Source: an optimization exercise on an open RTL-to-GDS flow (aim: small area, a short achievable clock period and few clock cycles per item). Production flows keep margins and buffers that such runs may drop. Where RTL was checked, it was by simulation tests only, not by an equivalence proof against the original. Power and IR drop assume default switching activity.

==> inputs of run a <==
==> flow/design.v <==
package stac_pkg;
	localparam int DEFAULT_TABLE_DEPTH = 16;
	localparam int COEF_W = 16;
	localparam int EXP_W = 8;
	typedef enum logic [1:0] {
		OP_INSERT = 2'd0,
		OP_DUMP   = 2'd1,
		OP_CLEAR  = 2'd2
	} op_t;
	typedef enum logic [1:0] {
		ST_OK    = 2'd0,
		ST_FULL  = 2'd1,
		ST_SAT   = 2'd2,
		ST_EMPTY = 2'd3
	} status_t;
	function automatic logic exp_gt(input logic [EXP_W-1:0] a, input logic [EXP_W-1:0] b);
		logic [EXP_W-1:0] g, e;
		g = a & ~b;
		e = ~(a ^ b);
		for (int d = 1; d < EXP_W; d = d * 2) begin
			for (int i = EXP_W - 1; i >= 0; i--) begin
				if ((i % (2 * d)) == (2 * d - 1)) begin
					g[i] = g[i] | (e[i] & g[i-d]);
					e[i] = e[i] & e[i-d];
				end
			end
		end
		exp_gt = g[EXP_W-1];
	endfunction
	function automatic logic [COEF_W:0] coef_add(input logic [COEF_W-1:0] a, input logic [COEF_W-1:0] b);
		logic [COEF_W-1:0] g, p, x;
		logic [COEF_W:0]   c;
		g = a & b;
		p = a ^ b;
		x = p;
		for (int d = 1; d < COEF_W; d = d * 2) begin
			for (int i = COEF_W - 1; i >= d; i--) begin
				g[i] = g[i] | (p[i] & g[i-d]);
				p[i] = p[i] & p[i-d];
			end
		end
		c = {g, 1'b0};
		coef_add = {c[COEF_W] ^ c[COEF_W-1], x ^ c[COEF_W-1:0]};
	endfunction
endpackage
module stac_cell (
	input  logic                                clk,
	input  logic        [stac_pkg::EXP_W-1:0]   in_exp,
	input  logic                                take_left,
	input  logic                                take_new,
	input  logic                                write_coef,
	input  logic        [stac_pkg::EXP_W-1:0]   left_exp,
	input  logic signed [stac_pkg::COEF_W-1:0]  left_coef,
	input  logic        [stac_pkg::EXP_W-1:0]   wr_exp,
	input  logic signed [stac_pkg::COEF_W-1:0]  wr_coef,
	output logic        [stac_pkg::EXP_W-1:0]   term_exp,
	output logic signed [stac_pkg::COEF_W-1:0]  term_coef,
	output logic                                in_gt,
	output logic                                in_eq
);
	logic        [stac_pkg::EXP_W-1:0]  exp_q;
	logic signed [stac_pkg::COEF_W-1:0] coef_q;
	assign in_gt = stac_pkg::exp_gt(exp_q, in_exp);
	assign in_eq = exp_q == in_exp;
	always_ff @(posedge clk) begin
		if (take_left || take_new) begin
			exp_q <= take_left ? left_exp : wr_exp;
		end
		if (take_left || take_new || write_coef) begin
			coef_q <= take_left ? left_coef : wr_coef;
		end
	end
	assign term_exp  = exp_q;
	assign term_coef = coef_q;
endmodule
module sorted_term_accumulator_unit #(
	parameter int TABLE_DEPTH = stac_pkg::DEFAULT_TABLE_DEPTH
) (
	input  logic                                clk,
	input  logic                                arst_n,
	input  logic                                in_valid,
	output logic                                in_stall,
	input  logic        [1:0]                   opcode,
	input  logic signed [stac_pkg::COEF_W-1:0]  coefficient,
	input  logic        [stac_pkg::EXP_W-1:0]   exponent,
	output logic                                out_valid,
	input  logic                                out_stall,
	output logic signed [stac_pkg::COEF_W-1:0]  term_coefficient,
	output logic        [stac_pkg::EXP_W-1:0]   term_exponent,
	output logic        [1:0]                   status,
	output logic                                last
);
	localparam int N  = TABLE_DEPTH;
	localparam int CW = stac_pkg::COEF_W;
	localparam int EW = stac_pkg::EXP_W;
	logic                 item_v_q;
	logic [1:0]           item_op_q;
	logic signed [CW-1:0] item_c_q;
	logic [EW-1:0]        item_e_q;
	logic [N-1:0]         item_gt_q;    
	logic [N-1:0]         item_sel_q;   
	logic                 item_eq_q;    
	logic [N-1:0]         valid_q;      
	logic                 out_valid_q;
	logic signed [CW-1:0] res_coef_q;
	logic [EW-1:0]        res_exp_q;
	stac_pkg::status_t    res_status_q;
	logic                 res_last_q;
	logic out_free, exec, done, accept, dump_step;
	logic is_ins, is_dump, is_clear, nz, empty, full, last_term;
	logic place, ins_new, ins_merge;
	logic [N-1:0]         valid_d, lt_v, left_v, new_v, sel_next;
	logic [N-1:0]         in_gt_v, in_eq_v, nxt_gt_v, nxt_eq_v, sel_d;
	logic                 run_gt, run_eq;
	logic [EW-1:0]        cexp  [N];
	logic signed [CW-1:0] ccoef [N];
	logic signed [CW-1:0] rd_coef;
	logic [EW-1:0]        rd_exp;
	logic [CW:0]          sum;
	logic                 ovf;
	logic signed [CW-1:0] merged, wr_coef;
	stac_pkg::status_t    res_status;
	assign out_free  = !out_valid_q || !out_stall;
	assign exec      = item_v_q && out_free;
	assign is_ins    = item_op_q == stac_pkg::OP_INSERT;
	assign is_dump   = item_op_q == stac_pkg::OP_DUMP;
	assign is_clear  = item_op_q == stac_pkg::OP_CLEAR;
	assign nz        = item_c_q != '0;
	assign empty     = !valid_q[0];
	assign full      = valid_q[N-1];
	assign sel_next  = {item_sel_q[N-2:0], 1'b0};
	assign last_term = (sel_next & valid_q) == '0;
	assign done      = exec && (!is_dump || empty || last_term);
	assign dump_step = exec && is_dump && !empty && !last_term;
	assign in_stall  = item_v_q && !done;
	assign accept    = in_valid && !in_stall;
	assign place     = item_v_q && is_ins && nz && !item_eq_q && !full;
	assign ins_new   = place && out_free;
	assign ins_merge = exec && is_ins && nz && item_eq_q;
	assign lt_v = valid_q & ~item_gt_q;
	assign left_v = {lt_v[N-2:0], 1'b0};
	assign new_v  = ~item_gt_q & {item_gt_q[N-2:0], 1'b1};
	always_comb begin
		valid_d = valid_q;
		if (exec && is_clear)
			valid_d = '0;
		else if (ins_new)
			valid_d = {valid_q[N-2:0], 1'b1};
	end
	for (genvar g = 0; g < N; g++) begin : g_cell
		logic [EW-1:0]        l_exp;
		logic signed [CW-1:0] l_coef;
		if (g == 0) begin : g_first
			assign l_exp  = item_e_q;
			assign l_coef = wr_coef;
		end else begin : g_rest
			assign l_exp  = cexp[g-1];
			assign l_coef = ccoef[g-1];
		end
		stac_cell u_cell (
			.clk        (clk),
			.in_exp     (exponent),
			.take_left  (ins_new && left_v[g]),
			.take_new   (ins_new && new_v[g]),
			.write_coef (ins_merge && item_sel_q[g]),
			.left_exp   (l_exp),
			.left_coef  (l_coef),
			.wr_exp     (item_e_q),
			.wr_coef    (wr_coef),
			.term_exp   (cexp[g]),
			.term_coef  (ccoef[g]),
			.in_gt      (in_gt_v[g]),
			.in_eq      (in_eq_v[g])
		);
	end
	assign run_gt = stac_pkg::exp_gt(item_e_q, exponent);
	assign run_eq = item_e_q == exponent;
	always_comb begin
		for (int i = 0; i < N; i++) begin
			if (i > 0 && place && left_v[i]) begin
				nxt_gt_v[i] = in_gt_v[(i > 0) ? i - 1 : 0];
				nxt_eq_v[i] = in_eq_v[(i > 0) ? i - 1 : 0];
			end else if (place && new_v[i]) begin
				nxt_gt_v[i] = run_gt;
				nxt_eq_v[i] = run_eq;
			end else begin
				nxt_gt_v[i] = in_gt_v[i];
				nxt_eq_v[i] = in_eq_v[i];
			end
		end
		nxt_gt_v = nxt_gt_v & valid_d;
		nxt_eq_v = nxt_eq_v & valid_d;
	end
	always_comb begin
		if (!accept)
			sel_d = sel_next;
		else if (opcode == stac_pkg::OP_DUMP)
			sel_d = N'(1);
		else
			sel_d = nxt_eq_v;
	end
	always_comb begin
		rd_coef = '0;
		rd_exp  = '0;
		for (int i = 0; i < N; i++) begin
			rd_coef = rd_coef | (ccoef[i] & {CW{item_sel_q[i]}});
			rd_exp  = rd_exp  | (cexp[i]  & {EW{item_sel_q[i]}});
		end
	end
	assign sum     = stac_pkg::coef_add(rd_coef, item_c_q);
	assign ovf     = sum[CW];
	assign merged  = ovf ? {rd_coef[CW-1], {(CW-1){~rd_coef[CW-1]}}} : sum[CW-1:0];
	assign wr_coef = item_eq_q ? merged : item_c_q;
	always_comb begin
		res_status = stac_pkg::ST_OK;
		if (is_ins) begin
			if (!nz)
				res_status = stac_pkg::ST_OK;
			else if (item_eq_q)
				res_status = ovf ? stac_pkg::ST_SAT : stac_pkg::ST_OK;
			else if (full)
				res_status = stac_pkg::ST_FULL;
		end else if (is_dump && empty) begin
			res_status = stac_pkg::ST_EMPTY;
		end
	end
	always_ff @(posedge clk or negedge arst_n) begin
		if (!arst_n) begin
			item_v_q    <= 1'b0;
			valid_q     <= '0;
			out_valid_q <= 1'b0;
		end else begin
			if (accept)
				item_v_q <= 1'b1;
			else if (done)
				item_v_q <= 1'b0;
			valid_q <= valid_d;
			if (exec)
				out_valid_q <= 1'b1;
			else if (!out_stall)
				out_valid_q <= 1'b0;
		end
	end
	always_ff @(posedge clk) begin
		if (accept) begin
			item_op_q <= opcode;
			item_c_q  <= coefficient;
			item_e_q  <= exponent;
			item_gt_q <= nxt_gt_v;
			item_eq_q <= |nxt_eq_v;
		end
		if (accept || dump_step)
			item_sel_q <= sel_d;
		if (exec) begin
			res_coef_q   <= (is_dump && !empty) ? rd_coef : '0;
			res_exp_q    <= (is_dump && !empty) ? rd_exp : '0;
			res_status_q <= res_status;
			res_last_q   <= !is_dump || empty || last_term;
		end
	end
	assign out_valid        = out_valid_q;
	assign term_coefficient = res_coef_q;
	assign term_exponent    = res_exp_q;
	assign status           = res_status_q;
	assign last             = res_last_q;
endmodule
==> flow/run.sh <==
#!/bin/bash
# synth_recipe.tcl (not shown) runs the flow's synth.tcl, then flattens the netlist and writes it again
# the make line also repeats each setting of config.mk as NAME=value (left out here)
make -C /OpenROAD-flow-scripts/flow DESIGN_CONFIG=/design/flow/config.mk WORK_HOME=/design/flow/orfs CLKGATE_MAP_FILE= SYNTH_SCRIPT=/design/flow/synth_recipe.tcl finish
==> flow/config.mk <==
export PLATFORM = sky130hd
export DESIGN_NAME = sorted_term_accumulator_unit
export DESIGN_NICKNAME = sorted_term_accumulator_unit
export VERILOG_FILES = /design/flow/design.v
export SDC_FILE = /design/flow/constraint.sdc
export NUM_CORES = 4
export LEC_CHECK = 0
export CAP_MARGIN = 20
export CORE_MARGIN = 2
export CORE_UTILIZATION = 40
export SLEW_MARGIN = 20
==> flow/constraint.sdc <==
create_clock -name core_clock -period 6.0 [get_ports {clk}]
set_input_delay 1.2000 -clock core_clock [delete_from_list [all_inputs] [get_ports {clk}]]
set_output_delay 1.2000 -clock core_clock [all_outputs]
set_load 0.01 [all_outputs]
==> run b (differences from run a) <==
--- a/flow/design.v
+++ b/flow/design.v
@@ -66,8 +66,8 @@
 		if (take_left || take_new) begin
 			exp_q <= take_left ? left_exp : wr_exp;
 		end
-		if (take_left || take_new || write_coef) begin
-			coef_q <= take_left ? left_coef : wr_coef;
+		if (take_left || write_coef) begin
+			coef_q <= write_coef ? wr_coef : left_coef;
 		end
 	end
 	assign term_exp  = exp_q;
@@ -97,19 +97,28 @@
 	logic [1:0]           item_op_q;
 	logic signed [CW-1:0] item_c_q;
 	logic [EW-1:0]        item_e_q;
-	logic [N-1:0]         item_gt_q;    
 	logic [N-1:0]         item_sel_q;   
 	logic                 item_eq_q;    
 	logic [N-1:0]         valid_q;      
+	logic                 hold_q;       
+	logic                 m_v_q;
+	logic                 m_write_q;    
+	logic                 m_term_q;     
+	logic [N-1:0]         m_sel_q;
+	logic signed [CW-1:0] m_rd_q;       
+	logic signed [CW-1:0] m_c_q;        
+	logic [EW-1:0]        m_exp_q;
+	stac_pkg::status_t    m_status_q;
+	logic                 m_last_q;
 	logic                 out_valid_q;
 	logic signed [CW-1:0] res_coef_q;
 	logic [EW-1:0]        res_exp_q;
 	stac_pkg::status_t    res_status_q;
 	logic                 res_last_q;
-	logic out_free, exec, done, accept, dump_step;
-	logic is_ins, is_dump, is_clear, nz, empty, full, last_term;
-	logic place, ins_new, ins_merge;
-	logic [N-1:0]         valid_d, lt_v, left_v, new_v, sel_next;
+	logic adv, exec, done, accept, dump_step, hold_d;
+	logic is_ins, is_dump, is_clear, nz, empty, full;
+	logic place, wipe, ins_new, ins_merge, m_wr, fwd;
+	logic [N-1:0]         valid_w, valid_d, ge_v, lt_v, left_v, new_v, tgt_v, sel_next;
 	logic [N-1:0]         in_gt_v, in_eq_v, nxt_gt_v, nxt_eq_v, sel_d;
 	logic                 run_gt, run_eq;
 	logic [EW-1:0]        cexp  [N];
@@ -118,10 +127,10 @@
 	logic [EW-1:0]        rd_exp;
 	logic [CW:0]          sum;
 	logic                 ovf;
-	logic signed [CW-1:0] merged, wr_coef;
-	stac_pkg::status_t    res_status;
-	assign out_free  = !out_valid_q || !out_stall;
-	assign exec      = item_v_q && out_free;
+	logic signed [CW-1:0] wr_coef;
+	stac_pkg::status_t    item_status;
+	assign adv       = !(out_valid_q && out_stall);
+	assign exec      = item_v_q && adv;
 	assign is_ins    = item_op_q == stac_pkg::OP_INSERT;
 	assign is_dump   = item_op_q == stac_pkg::OP_DUMP;
 	assign is_clear  = item_op_q == stac_pkg::OP_CLEAR;
@@ -129,23 +138,50 @@
 	assign empty     = !valid_q[0];
 	assign full      = valid_q[N-1];
 	assign sel_next  = {item_sel_q[N-2:0], 1'b0};
-	assign last_term = (sel_next & valid_q) == '0;
-	assign done      = exec && (!is_dump || empty || last_term);
-	assign dump_step = exec && is_dump && !empty && !last_term;
-	assign in_stall  = item_v_q && !done;
+	assign done      = exec && !hold_q;
+	assign dump_step = exec && hold_q;
+	assign in_stall  = hold_q || (item_v_q && out_valid_q && out_stall);
 	assign accept    = in_valid && !in_stall;
+	always_comb begin
+		if (dump_step)
+			hold_d = (({sel_next[N-2:0], 1'b0}) & valid_q) != '0;
+		else if (accept)
+			hold_d = (opcode == stac_pkg::OP_DUMP) && valid_w[1];
+		else if (exec)
+			hold_d = 1'b0;
+		else
+			hold_d = hold_q;
+	end
 	assign place     = item_v_q && is_ins && nz && !item_eq_q && !full;
-	assign ins_new   = place && out_free;
+	assign wipe      = item_v_q && is_clear;
+	assign ins_new   = place && adv;
 	assign ins_merge = exec && is_ins && nz && item_eq_q;
-	assign lt_v = valid_q & ~item_gt_q;
+	always_comb begin
+		ge_v = item_sel_q;
+		for (int d = 1; d < N; d = d * 2)
+			ge_v = ge_v | (ge_v << d);
+	end
+	assign lt_v   = valid_q & ge_v;
 	assign left_v = {lt_v[N-2:0], 1'b0};
-	assign new_v  = ~item_gt_q & {item_gt_q[N-2:0], 1'b1};
-	always_comb begin
-		valid_d = valid_q;
-		if (exec && is_clear)
-			valid_d = '0;
-		else if (ins_new)
-			valid_d = {valid_q[N-2:0], 1'b1};
+	assign new_v  = item_sel_q;
+	always_comb begin
+		valid_w = valid_q;
+		if (wipe)
+			valid_w = '0;
+		else if (place)
+			valid_w = {valid_q[N-2:0], 1'b1};
+	end
+	assign valid_d = adv ? valid_w : valid_q;
+	assign m_wr = m_v_q && adv && m_write_q;
+	always_comb begin
+		for (int i = 0; i < N; i++) begin
+			if (ins_new && left_v[i])
+				tgt_v[i] = m_sel_q[(i > 0) ? i - 1 : 0];
+			else if (ins_new && new_v[i])
+				tgt_v[i] = 1'b0;
+			else
+				tgt_v[i] = m_sel_q[i];
+		end
 	end
 	for (genvar g = 0; g < N; g++) begin : g_cell
 		logic [EW-1:0]        l_exp;
@@ -162,7 +198,7 @@
 			.in_exp     (exponent),
 			.take_left  (ins_new && left_v[g]),
 			.take_new   (ins_new && new_v[g]),
-			.write_coef (ins_merge && item_sel_q[g]),
+			.write_coef (m_wr && tgt_v[g]),
 			.left_exp   (l_exp),
 			.left_coef  (l_coef),
 			.wr_exp     (item_e_q),
@@ -188,16 +224,16 @@
 				nxt_eq_v[i] = in_eq_v[i];
 			end
 		end
-		nxt_gt_v = nxt_gt_v & valid_d;
-		nxt_eq_v = nxt_eq_v & valid_d;
-	end
-	always_comb begin
-		if (!accept)
+		nxt_gt_v = nxt_gt_v & valid_w;
+		nxt_eq_v = nxt_eq_v & valid_w;
+	end
+	always_comb begin
+		if (hold_q)
 			sel_d = sel_next;
 		else if (opcode == stac_pkg::OP_DUMP)
 			sel_d = N'(1);
 		else
-			sel_d = nxt_eq_v;
+			sel_d = ~nxt_gt_v & {nxt_gt_v[N-2:0], 1'b1};
 	end
 	always_comb begin
 		rd_coef = '0;
@@ -207,27 +243,23 @@
 			rd_exp  = rd_exp  | (cexp[i]  & {EW{item_sel_q[i]}});
 		end
 	end
-	assign sum     = stac_pkg::coef_add(rd_coef, item_c_q);
+	assign fwd = m_v_q && m_write_q && ((m_sel_q & item_sel_q) != '0);
+	always_comb begin
+		item_status = stac_pkg::ST_OK;
+		if (is_ins && nz && !item_eq_q && full)
+			item_status = stac_pkg::ST_FULL;
+		else if (is_dump && empty)
+			item_status = stac_pkg::ST_EMPTY;
+	end
+	assign sum     = stac_pkg::coef_add(m_rd_q, m_c_q);
 	assign ovf     = sum[CW];
-	assign merged  = ovf ? {rd_coef[CW-1], {(CW-1){~rd_coef[CW-1]}}} : sum[CW-1:0];
-	assign wr_coef = item_eq_q ? merged : item_c_q;
-	always_comb begin
-		res_status = stac_pkg::ST_OK;
-		if (is_ins) begin
-			if (!nz)
-				res_status = stac_pkg::ST_OK;
-			else if (item_eq_q)
-				res_status = ovf ? stac_pkg::ST_SAT : stac_pkg::ST_OK;
-			else if (full)
-				res_status = stac_pkg::ST_FULL;
-		end else if (is_dump && empty) begin
-			res_status = stac_pkg::ST_EMPTY;
-		end
-	end
+	assign wr_coef = ovf ? {m_c_q[CW-1], {(CW-1){~m_c_q[CW-1]}}} : sum[CW-1:0];
 	always_ff @(posedge clk or negedge arst_n) begin
 		if (!arst_n) begin
-			item_v_q    <= 1'b0;
-			valid_q     <= '0;
+			item_v_q <= 1'b0;
+			hold_q   <= 1'b0;
+			valid_q  <= '0;
+			m_v_q    <= 1'b0;
 			out_valid_q <= 1'b0;
 		end else begin
 			if (accept)
@@ -235,10 +267,11 @@
 			else if (done)
 				item_v_q <= 1'b0;
 			valid_q <= valid_d;
-			if (exec)
-				out_valid_q <= 1'b1;
-			else if (!out_stall)
-				out_valid_q <= 1'b0;
+			hold_q  <= hold_d;
+			if (adv)
+				m_v_q <= item_v_q;
+			if (adv)
+				out_valid_q <= m_v_q;
 		end
 	end
 	always_ff @(posedge clk) begin
@@ -246,16 +279,25 @@
 			item_op_q <= opcode;
 			item_c_q  <= coefficient;
 			item_e_q  <= exponent;
-			item_gt_q <= nxt_gt_v;
 			item_eq_q <= |nxt_eq_v;
 		end
 		if (accept || dump_step)
 			item_sel_q <= sel_d;
 		if (exec) begin
-			res_coef_q   <= (is_dump && !empty) ? rd_coef : '0;
-			res_exp_q    <= (is_dump && !empty) ? rd_exp : '0;
-			res_status_q <= res_status;
-			res_last_q   <= !is_dump || empty || last_term;
+			m_write_q  <= ins_merge || ins_new;
+			m_term_q   <= is_dump && !empty;
+			m_sel_q    <= item_sel_q;
+			m_rd_q     <= (is_ins && !item_eq_q) ? '0 : (fwd ? wr_coef : rd_coef);
+			m_c_q      <= is_ins ? item_c_q : '0;
+			m_exp_q    <= rd_exp;
+			m_status_q <= item_status;
+			m_last_q   <= !hold_q;
+		end
+		if (adv && m_v_q) begin
+			res_coef_q   <= m_term_q ? m_rd_q : '0;
+			res_exp_q    <= m_term_q ? m_exp_q : '0;
+			res_status_q <= ovf ? stac_pkg::ST_SAT : m_status_q;
+			res_last_q   <= m_last_q;
 		end
 	end
 	assign out_valid        = out_valid_q;
- CORE_UTILIZATION: 40 -> 55
- CTS_BUF_LIST: not set -> sky130_fd_sc_hd__clkbuf_8
- CTS_CLUSTER_SIZE: not set -> 30
- SETUP_SLACK_MARGIN: not set -> 3.0
- TNS_END_PERCENT: not set -> 10
==> summary of the runs <==
Between run b and run a, the lower die area is in run b (gap about 24%, measured against run a).
In run b the clock-buffer cell count is higher than in run a, by 24.
In run a the total power is lower than in run b, by 41%.
Sequential power: run b is higher than run a (about 33%).
Between run a and run b, the lower wire length is in run b (gap about 6%, measured against run b).
In run b the critical path depth is lower than in run a, by 1.
Of run b and run a, run b has the higher worst setup slack (gap 2.1 ns).
Of run b and run a, run b has the higher final area (gap 9.3%, measured against run a).
In run a the fmax is lower than in run b, by 37%.
Run a produced a clean layout. Run b completed without violations.
Between run b and run a, the lower core utilization is in run a (gap 20 points).
==> figures <==
Final period demand of the worst path: run b 3.515 ns; run a 5.616 ns
Clk cell area share: run b 4.681%; run a 5.694%
Nets: run b 2,927; run a 2,943
Utilization after layout: run b 66.03%; run a 46.02%
Critical-path maximum fanout: run b 8; run a 16
Post-Route Skew: run b 0.03688 ns; run a 0.05263 ns
Worst slew margin relative to its limit: run b 20.81%; run a 27.95%
Simple-gate area share of the yosys netlist: run b 10.97%; run a 16.42%
Met2 wire length: run b 48,360 um; run a 49,270 um
H-tree levels: run b 3; run a 2
Root Buffer: run b clkbuf_8; run a clkbuf_16
Clock distribution power: run b 3.05 mW; run a 3.49 mW
Area of the mapped netlist: run b 28,940 um^2; run a 27,850 um^2
Starting Density: run b 55.29%; run a 40.54%
Total combinational power: run b 6.50 mW; run a 1.19 mW
Final instance area: run b 34,560 um^2; run a 31,620 um^2
Final HPWL DP: run b 68,930 um; run a 79,670 um
Power share of the combinational group: run b 43.7%; run a 13.7%
Number of antenna violations at the first check in global routing: run b 5; run a 2
Leading cell type in the layout, fill and taps excluded: run b edfxtp_1; run a nand2_1
Result of the run: run b complete, no violations; run a complete, no violations
Testbench counts of run b, summed over its fixed seeds: cycles 8,948, items 5,750.
For run a, only the layout was checked, not whether the RTL still works.

re-timing with driven ports:
The flow's constraints put no driver on any port. The routed layouts listed below were extracted and timed again, unchanged, in two steps.
Step 1 (the two cells are an assumption about what drives the block):
set clk [get_ports {clk}]
set_driving_cell -lib_cell sky130_fd_sc_hd__clkbuf_16 $clk
set_driving_cell -lib_cell sky130_fd_sc_hd__buf_2 [delete_from_list [all_inputs] $clk]
Step 2 adds t to the input delays and takes it off the output delays; t is the mean of the earliest and latest rising clock arrival at the registers after step 1. Input paths then give back, and output paths get back, about the clock's delay inside the block.
a / b / c = ideal ports / drivers / drivers and shift; a / b = the first two.
| run | t, ns | setup WS [ns] | latest minus earliest clock arrival (ns) | cell pins on the clock port's net |
|---|---|---|---|---|
| run a | 0.698 | 0.384 / 0.384 / 0.384 | 0.053 / 0.052 | 1 |
| run b | 0.756 | 2.485 / 2.485 / 1.866 | 0.040 / 0.040 | 1 |
After both steps every run listed still meets setup and hold. For run b, which loses most, drivers alone change the setup slack by 0.000 ns; drivers and shift together by -0.619 ns.
